Context: an optimization exercise on an open-source flow, tuned for small area. The choices shown serve that exercise and are no tape-out recipe.
In this exercise RTL edits were held to simulation tests only and were not proved equivalent to the original.
Power and IR drop assume default switching activity.

build 10:
// mrw_2ror1w
module mrw_2ror1w (
  input  wire                     clk,
  input  wire                     rst,
  input  wire                     rd0_en,
  input  wire  [6-1:0] rd0_addr,
  input  wire                     rd1_en,
  input  wire  [6-1:0] rd1_addr,
  input  wire                     wr_en,
  input  wire  [6-1:0] wr_addr,
  input  wire  [8-1:0]   wr_data,
  input  wire                     inj_en,
  input  wire  [3-1:0] inj_bank,
  input  wire  [4-1:0] inj_row,
  output logic                    rsp0_vld,
  output logic [8-1:0]   rsp0_data,
  output logic                    rsp0_serr,
  output logic                    rsp0_derr,
  output logic [7-1:0] rsp0_padr,
  output logic                    rsp1_vld,
  output logic [8-1:0]   rsp1_data,
  output logic                    rsp1_serr,
  output logic                    rsp1_derr,
  output logic [7-1:0] rsp1_padr,
  output logic                    ready
);
export LEC_CHECK = 0
export CAP_MARGIN = 20
export CORE_MARGIN = 2
export CORE_UTILIZATION = 40
export SLEW_MARGIN = 20
export SYNTH_HIERARCHICAL = 1
create_clock -name core_clock -period 6.0 [get_ports {clk}]
standard.sh (not shown) runs the stock make flow with config.mk's settings and CLKGATE_MAP_FILE= SYNTH_SCRIPT=/design/flow/synth_recipe.tcl, a recipe that flattens the netlist after the stock synthesis.
==> flow/flow/run.sh <==
#!/bin/bash
# The standard layout (the standard.sh, unchanged synthesis, floorplan, power grid and
# tap cells) with two changes:
#  - each input and output port gets a sky130_fd_sc_hd__buf_1 as its port buffer;
#  - clock tree synthesis uses clkbuf_8 with clusters of up to 18 flip-flops and no
#    dummy loads.
# Each tool's full output stays in the ORFS logs under orfs/logs; make's output is in
# flow_make.log.
set -euo pipefail
bash standard.sh \
  BUFFER_PORTS_ARGS="-buffer_cell sky130_fd_sc_hd__buf_1" \
  CTS_ARGS="-sink_clustering_enable -repair_clock_nets -buf_list sky130_fd_sc_hd__clkbuf_8 -sink_clustering_size 18 -sink_clustering_max_diameter 60 -dont_use_dummy_load" \
  finish > flow_make.log 2>&1
In summary, build 10 completed successfully, with a layout that passed the timing, design-rule and antenna checks.
The following lists how build 46 was set up differently from build 10:
==> flow/run.sh (new file) <==
#!/bin/bash
# synth_recipe.tcl (not shown) runs the flow's synth.tcl, then flattens the netlist and writes it again
# the make line also repeats each setting of config.mk as NAME=value (left out here)
make -C /OpenROAD-flow-scripts/flow DESIGN_CONFIG=/design/flow/config.mk WORK_HOME=/design/flow/orfs CLKGATE_MAP_FILE= SYNTH_SCRIPT=/design/flow/synth_recipe.tcl finish
removed: flow/flow/run.sh
removed: flow/standard.sh
Results
Build 46: full flow OK, the timing, design-rule and antenna checks passed
Of the two values seen for cell with the biggest individual delay on the critical path, a222oi_1 was produced by build 46 and nor2_2 by build 10.
The run showing the smaller proportion of cell area occupied by registers is build 46.
Build 46: number of cells on the critical path is 1 lower than what build 10 reported.
Design area: build 46 vs build 10 up about 7%
--- input diff build 46..build 18 ---
# build 46
export LEC_CHECK = 0
export CAP_MARGIN = 20
export CORE_MARGIN = 2
export CORE_UTILIZATION = 40
export SLEW_MARGIN = 20
export SYNTH_HIERARCHICAL = 1
create_clock -name core_clock -period 6.0 [get_ports {clk}]
# build 18
export LEC_CHECK = 0
export CAP_MARGIN = 20
export CORE_MARGIN = 2
export CORE_UTILIZATION = 40
export CTS_BUF_LIST = sky130_fd_sc_hd__clkbuf_8
export CTS_CLUSTER_DIAMETER = 60
export CTS_CLUSTER_SIZE = 18
export SLEW_MARGIN = 20
export SYNTH_HIERARCHICAL = 1
create_clock -name core_clock -period 6.0 [get_ports {clk}]
Results
A launch point of the worst path of addr1_q[4] is what build 18 shows, while addr0_q[5] belongs to build 46.
Changes observed in build 18 relative to build 46: switching power of the nets dropped about 8%, via count lower, power attributed to combinational cells level, worst setup slack dropped 0.059 ns, total power went down 1.2 mW.
Detail-routed via count per cell in build 18 vs build 46: up about 0.45%
[compare] base=build 46 new=build 18: number of global-route vias before repair fell 1.7%; final design instance area without fill fell 3.9%.
Build 46 closes out successfully: all stages finished, all timing, DRC and antenna checks passed.
Build 18 reached the final stage; the timing, design-rule and antenna checks on its layout passed.
Detailed-route wire length: build 18 < build 46
Of build 18 and build 46, the run reporting the lower met1 routing resource usage after global routing was build 46.
Build 18 ended up with a higher sequential share of layout area than build 46 did.

==> port drivers added, routing unchanged <==
No port has a modelled driver above. Below, the same layouts with a new extraction and two added sets of constraints.
Step 1 assumes that a clkbuf_16 drives the clock port and a buf_2 every other input.
Step 2, shift: input delay + t, output delay - t, t = (earliest + latest rising clock arrival at the registers) / 2. This alone moves slack from input paths to output paths.
Three values: no drivers, after step 1, after step 2; two values: the first two.
run | t, ns | slack for setup (ns) | worst setup path after step 2
build 10 | 0.683 | 1.127 / 1.075 / 1.758 | register to output
build 46 | 0.653 | 0.916 / 0.857 / 1.511 | register to output
build 18 | 0.698 | 0.856 / 0.801 / 1.499 | register to output
After both steps setup and hold are still met in every run listed.
